Source: an optimization exercise on an open RTL-to-GDS flow (aim: small area, a short achievable clock period and few clock cycles per item). Production flows keep margins and buffers that such runs may drop. At most, simulation tests tie the RTL to the original design; equivalence was not proved.

## sp_top
module sp_top (
	input  wire logic       clk,
	input  wire logic       rst_n,
	input  wire logic       in_valid,
	input  wire logic [8:0] in_data,
	input  wire logic [1:0] in_mode,
	output logic            out_valid,
	output logic [8:0]      out_data
);
	logic [2:0] cnt;
	logic       inv_en;
	logic       sort_en;
	always_ff @(posedge clk or negedge rst_n) begin
		if (!rst_n) begin
			cnt <= 3'd0;
		end else if (in_valid) begin
			cnt <= (cnt == 3'd5) ? 3'd0 : cnt + 3'd1;
		end
	end
	always_ff @(posedge clk) begin
		if (in_valid && cnt == 3'd0) begin
			inv_en  <= in_mode[0];
			sort_en <= in_mode[1];
		end
	end
	logic       va;
	logic [2:0] idx_a;
	logic       fold_a;
	logic [7:0] t_a;
	logic [6:0] in_inc;
	assign in_inc = in_data[7:1] + 7'd1;
	always_ff @(posedge clk or negedge rst_n) begin
		if (!rst_n) begin
			va <= 1'b0;
		end else begin
			va <= in_valid;
		end
	end
	always_ff @(posedge clk) begin
		idx_a  <= cnt;
		fold_a <= in_data[8];
		t_a    <= in_data[8] ? {in_inc, in_data[0]} : ~in_data[7:0];
	end
	logic [8:0] a_b;
	logic [6:0] t_dec;
	logic [8:0] h;
	logic [7:0] h_inc;
	logic [8:0] inv_x;
	logic       vb;
	logic [2:0] idx_b;
	logic [8:0] ab;
	logic [8:0] bb;
	assign t_dec = t_a[7:1] - 7'd1;
	assign a_b   = fold_a ? {1'b1, t_dec, t_a[0]} : {1'b0, ~t_a};
	inv_rom u_rom (
		.t (t_a),
		.y (h)
	);
	assign h_inc = h[8:1] + 8'd1;
	assign inv_x = fold_a ? ~{h_inc, h[0]} : h;
	always_ff @(posedge clk or negedge rst_n) begin
		if (!rst_n) begin
			vb <= 1'b0;
		end else begin
			vb <= va;
		end
	end
	always_ff @(posedge clk) begin
		idx_b <= idx_a;
		ab    <= a_b;
		bb    <= inv_en ? inv_x : a_b;
	end
	logic [5:0][8:0] list;
	logic [5:0][8:0] s_sr;
	logic [5:0]      moves;
	logic            out_active;
	logic [2:0]      ocnt;
	logic [8:0]      dbl;
	logic [8:0]      s_new;
	function automatic logic le9(input logic [8:0] x, input logic [8:0] y);
		logic r;
		r = 1'b1;
		for (int i = 0; i < 9; i++) begin
			r = (~x[i] & y[i]) | (~(x[i] & ~y[i]) & r);
		end
		le9 = r;
	endfunction
	function automatic logic [8:0] add509(input logic [8:0] x, input logic [8:0] y);
		logic [9:0] sum;
		logic [9:0] sum3;
		sum    = {1'b0, x} + {1'b0, y};
		sum3   = {1'b0, x} + {1'b0, y} + 10'd3;
  ...
Size in the first run: roughly 24 I/O pins.
Settings: LEC_CHECK=0, CAP_MARGIN=20, CORE_MARGIN=2, CORE_UTILIZATION=40, SLEW_MARGIN=20, TNS_END_PERCENT=0; clock period 10.0 ns.
standard.sh (not shown) runs the stock make flow with config.mk's settings and CLKGATE_MAP_FILE= SYNTH_SCRIPT=/design/flow/synth_recipe.tcl, a recipe that flattens the netlist after the stock synthesis.
==> flow/flow/run.sh <==
#!/bin/bash
# Layout flow: the standard synthesis, its combinational logic re-mapped by ABC
# (registers untouched), then the standard flow from floorplan to finish.
set -euo pipefail
WORK=$(pwd)
R=$WORK/orfs/results/$FLOW_PLATFORM/sp_top/base
ABC_SCRIPT=${ABC_SCRIPT:-deepsyn.abc}
ABC_D=${ABC_D:-2500}
MARGIN=${MARGIN:-7}
bash standard.sh $R/1_2_yosys.v > $WORK/log_synth.txt 2>&1
cp $R/1_2_yosys.v $WORK/std_netlist.v
LIB=$FLOW_HOME/platforms/$FLOW_PLATFORM/lib/sky130_fd_sc_hd__tt_025C_1v80.lib \
  IN_V=$WORK/std_netlist.v OUT_V=$WORK/resyn_netlist.v ABC_SCRIPT=$WORK/flow/$ABC_SCRIPT ABC_D=$ABC_D \
  yosys -c $WORK/flow/resyn.tcl > $WORK/log_resyn.txt 2>&1
cp $WORK/resyn_netlist.v $R/1_2_yosys.v
touch $R/1_2_yosys.v
bash standard.sh SETUP_SLACK_MARGIN=$MARGIN finish > $WORK/log_finish.txt 2>&1
==> flow/flow/deepsyn.abc <==
strash
&get -n
&deepsyn -T 120
&put
dch -f
map {D}
buffer -p
upsize {D}
dnsize {D}
topo
stime -p
==> flow/flow/delay.abc <==
strash
dch -f
map {D}
buffer -p
upsize {D}
dnsize {D}
topo
stime -p
==> flow/flow/resyn.tcl <==
# Re-maps the combinational logic of the standard synthesis netlist with ABC.
# Registers stay the instances the standard synthesis made (same names and cells).
# env: IN_V, OUT_V, LIB, ABC_SCRIPT, ABC_D
yosys -import
set lib $::env(LIB)
read_liberty -ignore_miss_func $lib
read_verilog -defer $::env(IN_V)
hierarchy -top $::env(FLOW_TOP)
setattr -mod -set keep_hierarchy 1 sky130_fd_sc_hd__df* sky130_fd_sc_hd__edf* sky130_fd_sc_hd__dl* sky130_fd_sc_hd__sdf*
flatten
opt_clean -purge
tee -o $::env(OUT_V).pre.stat stat
abc -liberty $lib -dont_use sky130_fd_sc_hd__probe_p_8 -dont_use sky130_fd_sc_hd__probec_p_8 -dont_use sky130_fd_sc_hd__lpflow_* -script $::env(ABC_SCRIPT) -D $::env(ABC_D)
opt_clean -purge
setundef -zero
splitnets
opt_clean -purge
hilomap -singleton -hicell sky130_fd_sc_hd__conb_1 HI -locell sky130_fd_sc_hd__conb_1 LO
insbuf -buf sky130_fd_sc_hd__buf_4 A X
tee -o $::env(OUT_V).stat stat -liberty $lib
select $::env(FLOW_TOP)
write_verilog -noattr -nohex -nodec -selected $::env(OUT_V)
Rerun with:
--- a/flow/flow/run.sh
+++ b/flow/flow/run.sh
@@ -5,5 +5,5 @@
 WORK=$(pwd)
 R=$WORK/orfs/results/$FLOW_PLATFORM/sp_top/base
-ABC_SCRIPT=${ABC_SCRIPT:-deepsyn.abc}
+ABC_SCRIPT=${ABC_SCRIPT:-delay.abc}
 ABC_D=${ABC_D:-2500}
 MARGIN=${MARGIN:-7}
==> flow/flow/area.abc (new file) <==
strash
dch -f
map -a
topo
stime -p
removed: flow/flow/deepsyn.abc
Result: Clock-buffer cell count grows by 1; register-to-register slack improved by 190 ps; global-route usage is about the same.
No functional check of the RTL was part of any run of this note.

* * *

The RTL this note starts from:
==> flow/design.v <==
`default_nettype none
package sp_pkg;
	localparam int ELEM_W = 9;
	localparam int LEN    = 6;
	localparam int WIDE_W = 2 * ELEM_W;
	localparam logic [ELEM_W-1:0] MODULUS = 9'd509;
	localparam logic [ELEM_W-1:0] INV_EXP = 9'd507;
	typedef logic [ELEM_W-1:0] elem_t;
	typedef logic [WIDE_W-1:0] wide_t;
	typedef elem_t [LEN-1:0] series_t;
	typedef struct packed {
		logic sort_en;
		logic inv_en;
	} mode_t;
	typedef enum logic [2:0] {
		IDLE,
		LOAD,
		INV,
		SORT,
		SUM,
		OUT
	} ctrl_state_e;
endpackage
`default_nettype wire
`default_nettype none
module inv_rom (
	input  wire logic [7:0] t,
	output logic      [8:0] y
);
	localparam logic [255:0] M0 = 256'h63ac0482aa6d4428402422ba43fd01338ae76743cde43c16302ecf8787b6ef8e;
	localparam logic [255:0] M1 = 256'h3da5f284ae325a2dfd758edb04449cc8efc10238fea0f8489e2370fa73e918e3;
	localparam logic [255:0] M2 = 256'h2ed0f134e4f604aaf816dcc2f6f65f1e2510024f274a452c0ca5e6fa025e6090;
	localparam logic [255:0] M3 = 256'h38ccc90de1a0dd33401373262dd61369980f967b43cc1e8f2db0b1c3f55d2906;
	localparam logic [255:0] M4 = 256'h2aa2c8a7015c6916a3971a3b6cc0c2616e00c9ae71449272c7a7487ea1a46d5a;
	localparam logic [255:0] M5 = 256'h3dad0661d936689470af40959d2ecc63856f1c6d9b496df4d974ba6d2d0e7dfe;
	localparam logic [255:0] M6 = 256'h2e14a5684f09a7a58726b26ca4f7636f01665b0104ca5246d5423c393d28d662;
	localparam logic [255:0] M7 = 256'h30c632dc95d6cd5705300b1181666695d1e2b3c159d6e94e4c175b6666e5c736;
	localparam logic [255:0] M8 = 256'h095a89a1043085588dd829e321355c95245548354d08cbc8354eafa605031b5a;
	assign y[0] = M0[t];
	assign y[1] = M1[t];
	assign y[2] = M2[t];
	assign y[3] = M3[t];
	assign y[4] = M4[t];
	assign y[5] = M5[t];
	assign y[6] = M6[t];
	assign y[7] = M7[t];
	assign y[8] = M8[t];
endmodule
`default_nettype wire
`default_nettype none
module sp_top (
	input  wire logic       clk,
	input  wire logic       rst_n,
	input  wire logic       in_valid,
	input  wire logic [8:0] in_data,
	input  wire logic [1:0] in_mode,
	output logic            out_valid,
	output logic [8:0]      out_data
);
	logic [2:0] cnt;
	logic       inv_en;
	logic       sort_en;
	always_ff @(posedge clk or negedge rst_n) begin
		if (!rst_n) begin
			cnt <= 3'd0;
		end else if (in_valid) begin
			cnt <= (cnt == 3'd5) ? 3'd0 : cnt + 3'd1;
		end
	end
	always_ff @(posedge clk) begin
		if (in_valid && cnt == 3'd0) begin
			inv_en  <= in_mode[0];
			sort_en <= in_mode[1];
		end
	end
	logic       va;
	logic [2:0] idx_a;
	logic       fold_a;
	logic [7:0] t_a;
	logic [6:0] in_inc;
	assign in_inc = in_data[7:1] + 7'd1;
	always_ff @(posedge clk or negedge rst_n) begin
		if (!rst_n) begin
			va <= 1'b0;
		end else begin
			va <= in_valid;
		end
	end
	always_ff @(posedge clk) begin
		idx_a  <= cnt;
		fold_a <= in_data[8];
		t_a    <= in_data[8] ? {in_inc, in_data[0]} : ~in_data[7:0];
	end
	logic [8:0] a_b;
	logic [6:0] t_dec;
	logic [8:0] h;
	logic [7:0] h_inc;
	logic [8:0] inv_x;
	logic       vb;
	logic [2:0] idx_b;
	logic [8:0] ab;
	logic [8:0] bb;
	assign t_dec = t_a[7:1] - 7'd1;
	assign a_b   = fold_a ? {1'b1, t_dec, t_a[0]} : {1'b0, ~t_a};
	inv_rom u_rom (
		.t (t_a),
		.y (h)
	);
	assign h_inc = h[8:1] + 8'd1;
	assign inv_x = fold_a ? ~{h_inc, h[0]} : h;
	always_ff @(posedge clk or negedge rst_n) begin
		if (!rst_n) begin
			vb <= 1'b0;
		end else begin
			vb <= va;
		end
	end
	always_ff @(posedge clk) begin
		idx_b <= idx_a;
		ab    <= a_b;
		bb    <= inv_en ? inv_x : a_b;
	end
	logic [5:0][8:0] list;
	logic [5:0][8:0] s_sr;
	logic [5:0]      moves;
	logic            out_active;
	logic [2:0]      ocnt;
	logic [8:0]      s_new;
	function automatic logic le9(input logic [8:0] x, input logic [8:0] y);
		logic r;
		r = 1'b1;
		for (int i = 0; i < 9; i++) begin
			r = (~x[i] & y[i]) | (~(x[i] & ~y[i]) & r);
		end
		le9 = r;
	endfunction
	function automatic logic [8:0] add509(input logic [8:0] x, input logic [8:0] y);
		logic [9:0] sum;
		logic [9:0] sum3;
		sum    = {1'b0, x} + {1'b0, y};
		sum3   = {1'b0, x} + {1'b0, y} + 10'd3;
		add509 = sum3[9] ? sum3[8:0] : sum[8:0];
	endfunction
	always_comb begin
		moves[0] = 1'b1;
		for (int p = 1; p < 6; p++) begin
			moves[p] = out_active || !sort_en || (32'(idx_b) <= 5 - p) || le9(list[p], bb);
		end
	end
	always_ff @(posedge clk) begin
		for (int p = 0; p < 6; p++) begin
			if (out_active || (vb && moves[p])) begin
				if (p < 5) begin
					list[p] <= moves[p+1] ? list[p+1] : bb;
				end else begin
					list[p] <= bb;
				end
			end
		end
	end
	logic [10:0] s_t0;
	logic [11:0] s_t1;
	logic [11:0] s_t2;
	assign s_t0  = {2'b00, ab} + {1'b0, bb, 1'b0};
	assign s_t1  = {3'b000, ab} + {2'b00, bb, 1'b0} - 12'd509;
	assign s_t2  = {3'b000, ab} + {2'b00, bb, 1'b0} - 12'd1018;
	assign s_new = !s_t2[11] ? s_t2[8:0] : (!s_t1[11] ? s_t1[8:0] : s_t0[8:0]);
	always_ff @(posedge clk) begin
		if (vb || out_active) begin
			s_sr <= {s_new, s_sr[5:1]};
		end
	end
	logic       last_ins;
	logic [8:0] e_list;
	logic [8:0] e_new;
	assign last_ins = vb && (idx_b == 3'd5);
	assign e_list   = add509(s_sr[1], list[1]);
	assign e_new    = add509(s_sr[1], bb);
	always_ff @(posedge clk or negedge rst_n) begin
		if (!rst_n) begin
			out_active <= 1'b0;
			ocnt       <= 3'd0;
			out_valid  <= 1'b0;
			out_data   <= 9'd0;
		end else begin
			if (last_ins) begin
				out_active <= 1'b1;
				ocnt       <= 3'd0;
			end else if (out_active) begin
				if (ocnt == 3'd4) begin
					out_active <= 1'b0;
				end
				ocnt <= ocnt + 3'd1;
			end
			out_valid <= last_ins || out_active;
			if (last_ins) begin
				out_data <= moves[1] ? e_list : e_new;
			end else if (out_active) begin
				out_data <= e_list;
			end else begin
				out_data <= 9'd0;
			end
		end
	end
endmodule
`default_nettype wire
clock: 10.0 ns
lec_check: 0
cap_margin: 20
core_margin: 2
core_utilization: 40
slew_margin: 20
==> flow/flow/run.sh <==
#!/bin/bash
# Layout flow: the standard synthesis, its combinational logic re-mapped by ABC
# (registers untouched), then the standard flow from floorplan to finish.
set -euo pipefail
WORK=$(pwd)
R=$WORK/orfs/results/$FLOW_PLATFORM/sp_top/base
ABC_SCRIPT=${ABC_SCRIPT:-delay.abc}
ABC_D=${ABC_D:-2500}
MARGIN=${MARGIN:-7}
bash standard.sh $R/1_2_yosys.v > $WORK/log_synth.txt 2>&1
cp $R/1_2_yosys.v $WORK/std_netlist.v
LIB=$FLOW_HOME/platforms/$FLOW_PLATFORM/lib/sky130_fd_sc_hd__tt_025C_1v80.lib \
  IN_V=$WORK/std_netlist.v OUT_V=$WORK/resyn_netlist.v ABC_SCRIPT=$WORK/flow/$ABC_SCRIPT ABC_D=$ABC_D \
  yosys -c $WORK/flow/resyn.tcl > $WORK/log_resyn.txt 2>&1
cp $WORK/resyn_netlist.v $R/1_2_yosys.v
touch $R/1_2_yosys.v
CTS="-sink_clustering_enable -repair_clock_nets -dont_use_dummy_load -buf_list sky130_fd_sc_hd__clkbuf_8"
bash standard.sh SETUP_SLACK_MARGIN=$MARGIN "CTS_ARGS=$CTS" finish > $WORK/log_finish.txt 2>&1
==> flow/flow/delay.abc <==
strash
&get -n
&deepsyn -T 60
&put
dch -f
map -D 1400
buffer -p
upsize -D 1400
dnsize -D 1400
topo
stime -p
==> flow/flow/resyn.tcl <==
# Re-maps the combinational logic of the standard synthesis netlist with ABC.
# Registers stay the instances the standard synthesis made (same names and cells).
# env: IN_V, OUT_V, LIB, ABC_SCRIPT, ABC_D
yosys -import
set lib $::env(LIB)
read_liberty -ignore_miss_func $lib
read_verilog -defer $::env(IN_V)
hierarchy -top $::env(FLOW_TOP)
setattr -mod -set keep_hierarchy 1 sky130_fd_sc_hd__df* sky130_fd_sc_hd__edf* sky130_fd_sc_hd__dl* sky130_fd_sc_hd__sdf*
flatten
opt_clean -purge
tee -o $::env(OUT_V).pre.stat stat
set cf [open $::env(OUT_V).constr w]
puts $cf "set_driving_cell sky130_fd_sc_hd__buf_1"
puts $cf "set_load 5"
close $cf
abc -constr $::env(OUT_V).constr -liberty $lib -dont_use sky130_fd_sc_hd__probe_p_8 -dont_use sky130_fd_sc_hd__probec_p_8 -dont_use sky130_fd_sc_hd__lpflow_* -script $::env(ABC_SCRIPT) -D $::env(ABC_D)
opt_clean -purge
setundef -zero
splitnets
opt_clean -purge
hilomap -singleton -hicell sky130_fd_sc_hd__conb_1 HI -locell sky130_fd_sc_hd__conb_1 LO
insbuf -buf sky130_fd_sc_hd__buf_4 A X
tee -o $::env(OUT_V).stat stat -liberty $lib
select $::env(FLOW_TOP)
write_verilog -noattr -nohex -nodec -selected $::env(OUT_V)
Testbench counts at the start, summed over its fixed seeds: cycles 2,504, jobs 192.
Then changed:
--- a/flow/flow/run.sh
+++ b/flow/flow/run.sh
@@ -16,3 +16,2 @@
 touch $R/1_2_yosys.v
-CTS="-sink_clustering_enable -repair_clock_nets -dont_use_dummy_load -buf_list sky130_fd_sc_hd__clkbuf_8"
-bash standard.sh SETUP_SLACK_MARGIN=$MARGIN "CTS_ARGS=$CTS" finish > $WORK/log_finish.txt 2>&1
+bash standard.sh SETUP_SLACK_MARGIN=$MARGIN finish > $WORK/log_finish.txt 2>&1
==> flow/flow/delay.abc (replaced) <==
strash
dch -f
map {D}
buffer -p
upsize {D}
dnsize {D}
topo
stime -p
--- a/flow/flow/resyn.tcl
+++ b/flow/flow/resyn.tcl
@@ -12,7 +12,3 @@
 tee -o $::env(OUT_V).pre.stat stat
-set cf [open $::env(OUT_V).constr w]
-puts $cf "set_driving_cell sky130_fd_sc_hd__buf_1"
-puts $cf "set_load 5"
-close $cf
-abc -constr $::env(OUT_V).constr -liberty $lib -dont_use sky130_fd_sc_hd__probe_p_8 -dont_use sky130_fd_sc_hd__probec_p_8 -dont_use sky130_fd_sc_hd__lpflow_* -script $::env(ABC_SCRIPT) -D $::env(ABC_D)
+abc -liberty $lib -dont_use sky130_fd_sc_hd__probe_p_8 -dont_use sky130_fd_sc_hd__probec_p_8 -dont_use sky130_fd_sc_hd__lpflow_* -script $::env(ABC_SCRIPT) -D $::env(ABC_D)
 opt_clean -purge
Settings changed: CORE_UTILIZATION 40 to 55.
Sequential share of layout area goes down by 1.4 points.
First-iteration DRC count went up by a quarter to a third.
Critical path depth does not change.

==> static timing again, ports no longer ideal <==
How much do the figures lean on ideal ports? The routed layouts below were timed once more, with nothing changed but the port constraints. Step 1 (the two cells are an assumption about what drives the block):
set clk [get_ports {clk}]
set_driving_cell -lib_cell sky130_fd_sc_hd__clkbuf_16 $clk
set_driving_cell -lib_cell sky130_fd_sc_hd__buf_2 [delete_from_list [all_inputs] $clk]
Step 2 also shifts input and output timing later by t, the mid clock arrival at the registers, as if the neighbouring blocks saw the same clock. Three values: ideal, step 1, step 2; two values: the first two.
run	t, ns	setup slack, ns	slew at the worst register clock pin (ns)
the first run of note 1	0.471	6.406 / 6.406 / 6.406	0.07 / 0.07
the second run of note 1	0.474	6.592 / 6.592 / 6.435	0.07 / 0.07
the first run of note 2	0.473	6.896 / 6.896 / 6.669	0.10 / 0.10
the second run of note 2	0.482	6.955 / 6.955 / 6.660	0.08 / 0.08
After both steps every run listed still meets setup and hold. The setup slack of the second run of note 2, which loses most, moves by 0.000 ns with the drivers and by -0.295 ns with both steps.
